Background: an optimization exercise with open tools, aiming at small area, a short achievable clock period and few clock cycles per item. Do not read the settings as production practice.
In this exercise RTL edits were held to simulation tests only and were not proved equivalent to the original.

lane 5:
==> module llf_seq, before the edit <==
module llf_seq (
  input  logic                      clk_i,
  input  logic                      rst_ni,
  input  logic                      in_valid_i,   
  input  logic                      cfg_we_i,     
  input  logic                      out_full_i,   
  output logic                      in_ready_o,   
  output logic                      out_load_o,   
  output logic                      out_set_o,    
  output llf_pkg::llf_ctl1_t        ctl1_o,       
  output llf_pkg::llf_ctl2_t        ctl2_o,       
  output logic [2:0]                lsel_o        
);
  logic [SLOT_W-1:0] slot_q, slot_d, nom_d;
  logic              tail_q, tail_d;    
  logic              head_q, head_d;    
  logic              go_q;              
  logic              rdy_q;             
  logic              b2_q;
  logic              b11_q;
  logic              stall;
  logic              take;
  llf_pkg::llf_ctl1_t ctl1_d;
  llf_pkg::llf_ctl2_t ctl2_q;
  llf_pkg::llf_ctl2_t ctl2_d;
  assign stall      = b2_q && out_full_i;
  assign out_load_o = b2_q && !out_full_i;
  assign out_set_o  = b11_q && tail_q;
  assign in_ready_o = rdy_q;
  assign take       = go_q && in_valid_i;
  always_comb begin
    slot_d = slot_q;
    tail_d = tail_q;
    head_d = head_q;
    if (slot_q == SL_P1) begin
      head_d = take;
      if (take || tail_q) slot_d = slot_q + SLOT_W'(1);
    end else if (slot_q == SL_LAST) begin
      slot_d = head_q ? SL_Y : SL_P1;
      tail_d = head_q;
      head_d = 1'b0;
    end else if (!stall) begin
      slot_d = slot_q + SLOT_W'(1);
    end
  end
  always_comb begin
    nom_d = slot_q + SLOT_W'(1);
    if (slot_q == SL_P1 && !tail_q) nom_d = SL_P1;
    else if (slot_q == SL_LAST) nom_d = head_q ? SL_Y : SL_P1;
    else if (stall) nom_d = slot_q;
  end
  always_comb begin
    begin ctl1_d.vsel = V_N; ctl1_d.csel = C_B; ctl1_d.sub = 1'b0; ctl1_d.tsel = TA_0; ctl1_d.ten = 1'b0; end
    case (nom_d)
      SL_Y:  begin ctl1_d.vsel = V_FT; ctl1_d.csel = C_NORM; ctl1_d.sub = 1'b0; ctl1_d.tsel = TA_0; end
      SL_K:  begin ctl1_d.vsel = stall ? V_Y : V_FL; ctl1_d.csel = C_K; ctl1_d.sub = 1'b1; ctl1_d.tsel = stall ? TA_0 : TA_X; ctl1_d.ten = 1'b1; end
      SL_A4: begin ctl1_d.vsel = V_Y; ctl1_d.csel = C_A; ctl1_d.sub = 1'b1; ctl1_d.tsel = TA_0; end
      SL_B1: begin ctl1_d.vsel = V_FL; ctl1_d.csel = C_B; ctl1_d.sub = 1'b0; ctl1_d.tsel = TA_0; end
      SL_B2: begin ctl1_d.vsel = V_FL; ctl1_d.csel = C_B; ctl1_d.sub = 1'b0; ctl1_d.tsel = TA_FP; end
      SL_A1: begin ctl1_d.vsel = V_N; ctl1_d.csel = C_A; ctl1_d.sub = 1'b1; ctl1_d.tsel = TA_0; ctl1_d.ten = 1'b1; end
      SL_A2: begin ctl1_d.vsel = V_FL; ctl1_d.csel = C_A; ctl1_d.sub = 1'b1; ctl1_d.tsel = TA_FP; ctl1_d.ten = 1'b1; end
      SL_B3: begin ctl1_d.vsel = V_N; ctl1_d.csel = C_B; ctl1_d.sub = 1'b0; ctl1_d.tsel = TA_0; end
      SL_P1: begin ctl1_d.vsel = V_S1; ctl1_d.csel = C_B; ctl1_d.sub = 1'b0; ctl1_d.tsel = TA_0; end
      SL_A3: begin ctl1_d.vsel = V_FL; ctl1_d.csel = C_A; ctl1_d.sub = 1'b1; ctl1_d.tsel = TA_FP; ctl1_d.ten = 1'b1; end
      SL_P2: begin ctl1_d.vsel = V_FL; ctl1_d.csel = C_B; ctl1_d.sub = 1'b0; ctl1_d.tsel = TA_0; end
      SL_B4: begin ctl1_d.vsel = V_N; ctl1_d.csel = C_B; ctl1_d.sub = 1'b0; ctl1_d.tsel = TA_0; end
      SL_T:  begin ctl1_d.vsel = V_X; ctl1_d.csel = C_G4; ctl1_d.sub = 1'b0; ctl1_d.tsel = TA_0; end
      SL_P3: begin ctl1_d.vsel = V_P; ctl1_d.csel = C_B; ctl1_d.sub = 1'b0; ctl1_d.tsel = tail_q ? TA_FL : TA_S4; ctl1_d.ten = 1'b1; end
      default: ;
    endcase
  end
  always_comb begin
    ctl2_d = '0;
    case (slot_q)
      SL_Y:  begin ctl2_d.wy = 1'b1; end
      SL_K:  begin ctl2_d.wn = 1'b1; end
      SL_A4: ctl2_d.wa4 = 1'b1;
      SL_B1: begin ctl2_d.wn = 1'b1; end
      SL_B2: begin ctl2_d.wn = 1'b1; end
      SL_A1: begin ctl2_d.ws1 = tail_q; end
      SL_A2: begin ctl2_d.ws2 = tail_q; end
      SL_B3: begin ctl2_d.wn = 1'b1; end
      SL_P1: begin ctl2_d.wp = 1'b1; end
      SL_A3: begin ctl2_d.ws3 = tail_q; end
      SL_P2: begin ctl2_d.wp = 1'b1; end
      SL_B4: begin ctl2_d.ws4 = tail_q; end
      SL_P3: begin ctl2_d.wpt = 1'b1; end
      default: ;
    endcase
  end
  always_comb begin
    lsel_o = LA_0;
    case (slot_q)
      SL_B1: lsel_o = LA_S1;
      SL_B2: lsel_o = LA_S2;
      SL_B3: lsel_o = LA_S3;
      SL_P1: lsel_o = LA_S2;
      SL_P2: lsel_o = tail_q ? LA_F : LA_S3;
      SL_B4: lsel_o = LA_Q;
      SL_P3: lsel_o = LA_F;
      default: ;
    endcase
  end
  always_ff @(posedge clk_i or negedge rst_ni) begin
    if (!rst_ni) begin
      slot_q <= SL_P1;
      tail_q <= 1'b0;
      head_q <= 1'b0;
      go_q   <= 1'b0;
      rdy_q  <= 1'b0;
      b2_q   <= 1'b0;
      b11_q  <= 1'b0;
      ctl2_q <= '0;
    end else begin
      slot_q <= slot_d;
      tail_q <= tail_d;
      head_q <= head_d;
      go_q   <= (slot_d == SL_P1) && !cfg_we_i;
      rdy_q  <= (slot_d == SL_ACC);
      b2_q   <= (slot_d == SL_K);
      b11_q  <= (slot_d == SL_A3);
      ctl2_q <= ctl2_d;
    end
  end
  assign ctl1_o = ctl1_d;
  assign ctl2_o = ctl2_q;
endmodule
Settings: LEC_CHECK=0, CAP_MARGIN=60, CORE_MARGIN=2, CORE_UTILIZATION=40, SLEW_MARGIN=60; clock period 16.0 ns.
run.sh (not shown) runs the stock make flow with config.mk's settings and CLKGATE_MAP_FILE= SYNTH_SCRIPT=/design/flow/synth_recipe.tcl, a recipe that flattens the netlist after the stock synthesis.
Testbench counts of lane 5, summed over its fixed seeds: cycles 26,240, items 1,536.
### lane 5 -> lane 3
diff --git a/flow/design.v b/flow/design.v
--- a/flow/design.v
+++ b/flow/design.v
@@ -1041,5 +1041,5 @@
   logic              rdy_q;             
   logic              b2_q;
-  logic              b11_q;
+  logic              b4_q;
   logic              stall;
   logic              take;
@@ -1049,5 +1049,5 @@
   assign stall      = b2_q && out_full_i;
   assign out_load_o = b2_q && !out_full_i;
-  assign out_set_o  = b11_q && tail_q;
+  assign out_set_o  = b4_q && tail_q;
   assign in_ready_o = rdy_q;
   assign take       = go_q && in_valid_i;
@@ -1133,5 +1133,5 @@
       rdy_q  <= 1'b0;
       b2_q   <= 1'b0;
-      b11_q  <= 1'b0;
+      b4_q   <= 1'b0;
       ctl2_q <= '0;
     end else begin
@@ -1142,5 +1142,5 @@
       rdy_q  <= (slot_d == SL_ACC);
       b2_q   <= (slot_d == SL_K);
-      b11_q  <= (slot_d == SL_A3);
+      b4_q   <= (slot_d == SL_B4);
       ctl2_q <= ctl2_d;
     end
Of the two values seen for worst setup path endpoint, y_q[30]$_DFFE_PP_ was produced by lane 5 and p_q[4]$_DFFE_PP_ by lane 3. Between lane 5 and lane 3, the flow reports post-route met1 wirelength increasing by a few percent. Sequential share of the synthesized area: lane 3 vs lane 5 — no meaningful difference. Routed wirelength normalized by instance count (lane 3 vs. lane 5) decreases slightly. Looking at lane 3 and lane 5, the met3 track demand over resource is a wash. Any difference in fraction of the cycle the final worst path needs between lane 5 and lane 3 is small enough to ignore.
Testbench counts of lane 3, summed over its fixed seeds: cycles 26,304, items 1,536.

## port drivers added, routing unchanged
The flow's constraints put no driver on any port. The routed layouts listed below were extracted and timed again, unchanged, in two steps. Step 1 sets driving cells, clkbuf_16 on the clock port and buf_2 on the other inputs (assumed; they add their load-dependent delay and slew). Step 2 also shifts input and output timing later by t, the mid clock arrival at the registers, as if the neighbouring blocks saw the same clock. a / b / c = no drivers / after step 1 / after step 2; a / b = the first two.
| run | t (ns) | setup slack, ns | worst setup path at the end | slew at the worst register clock pin (ns) | cell pins on the clock port's net |
|---|---|---|---|---|---|
| lane 5 | 0.749 | 10.442 / 10.442 / 10.442 | register to register | 0.08 / 0.08 | 1 |
| lane 3 | 0.756 | 10.433 / 10.433 / 10.433 | register to register | 0.07 / 0.07 | 1 |
After both steps every run listed still meets setup and hold.
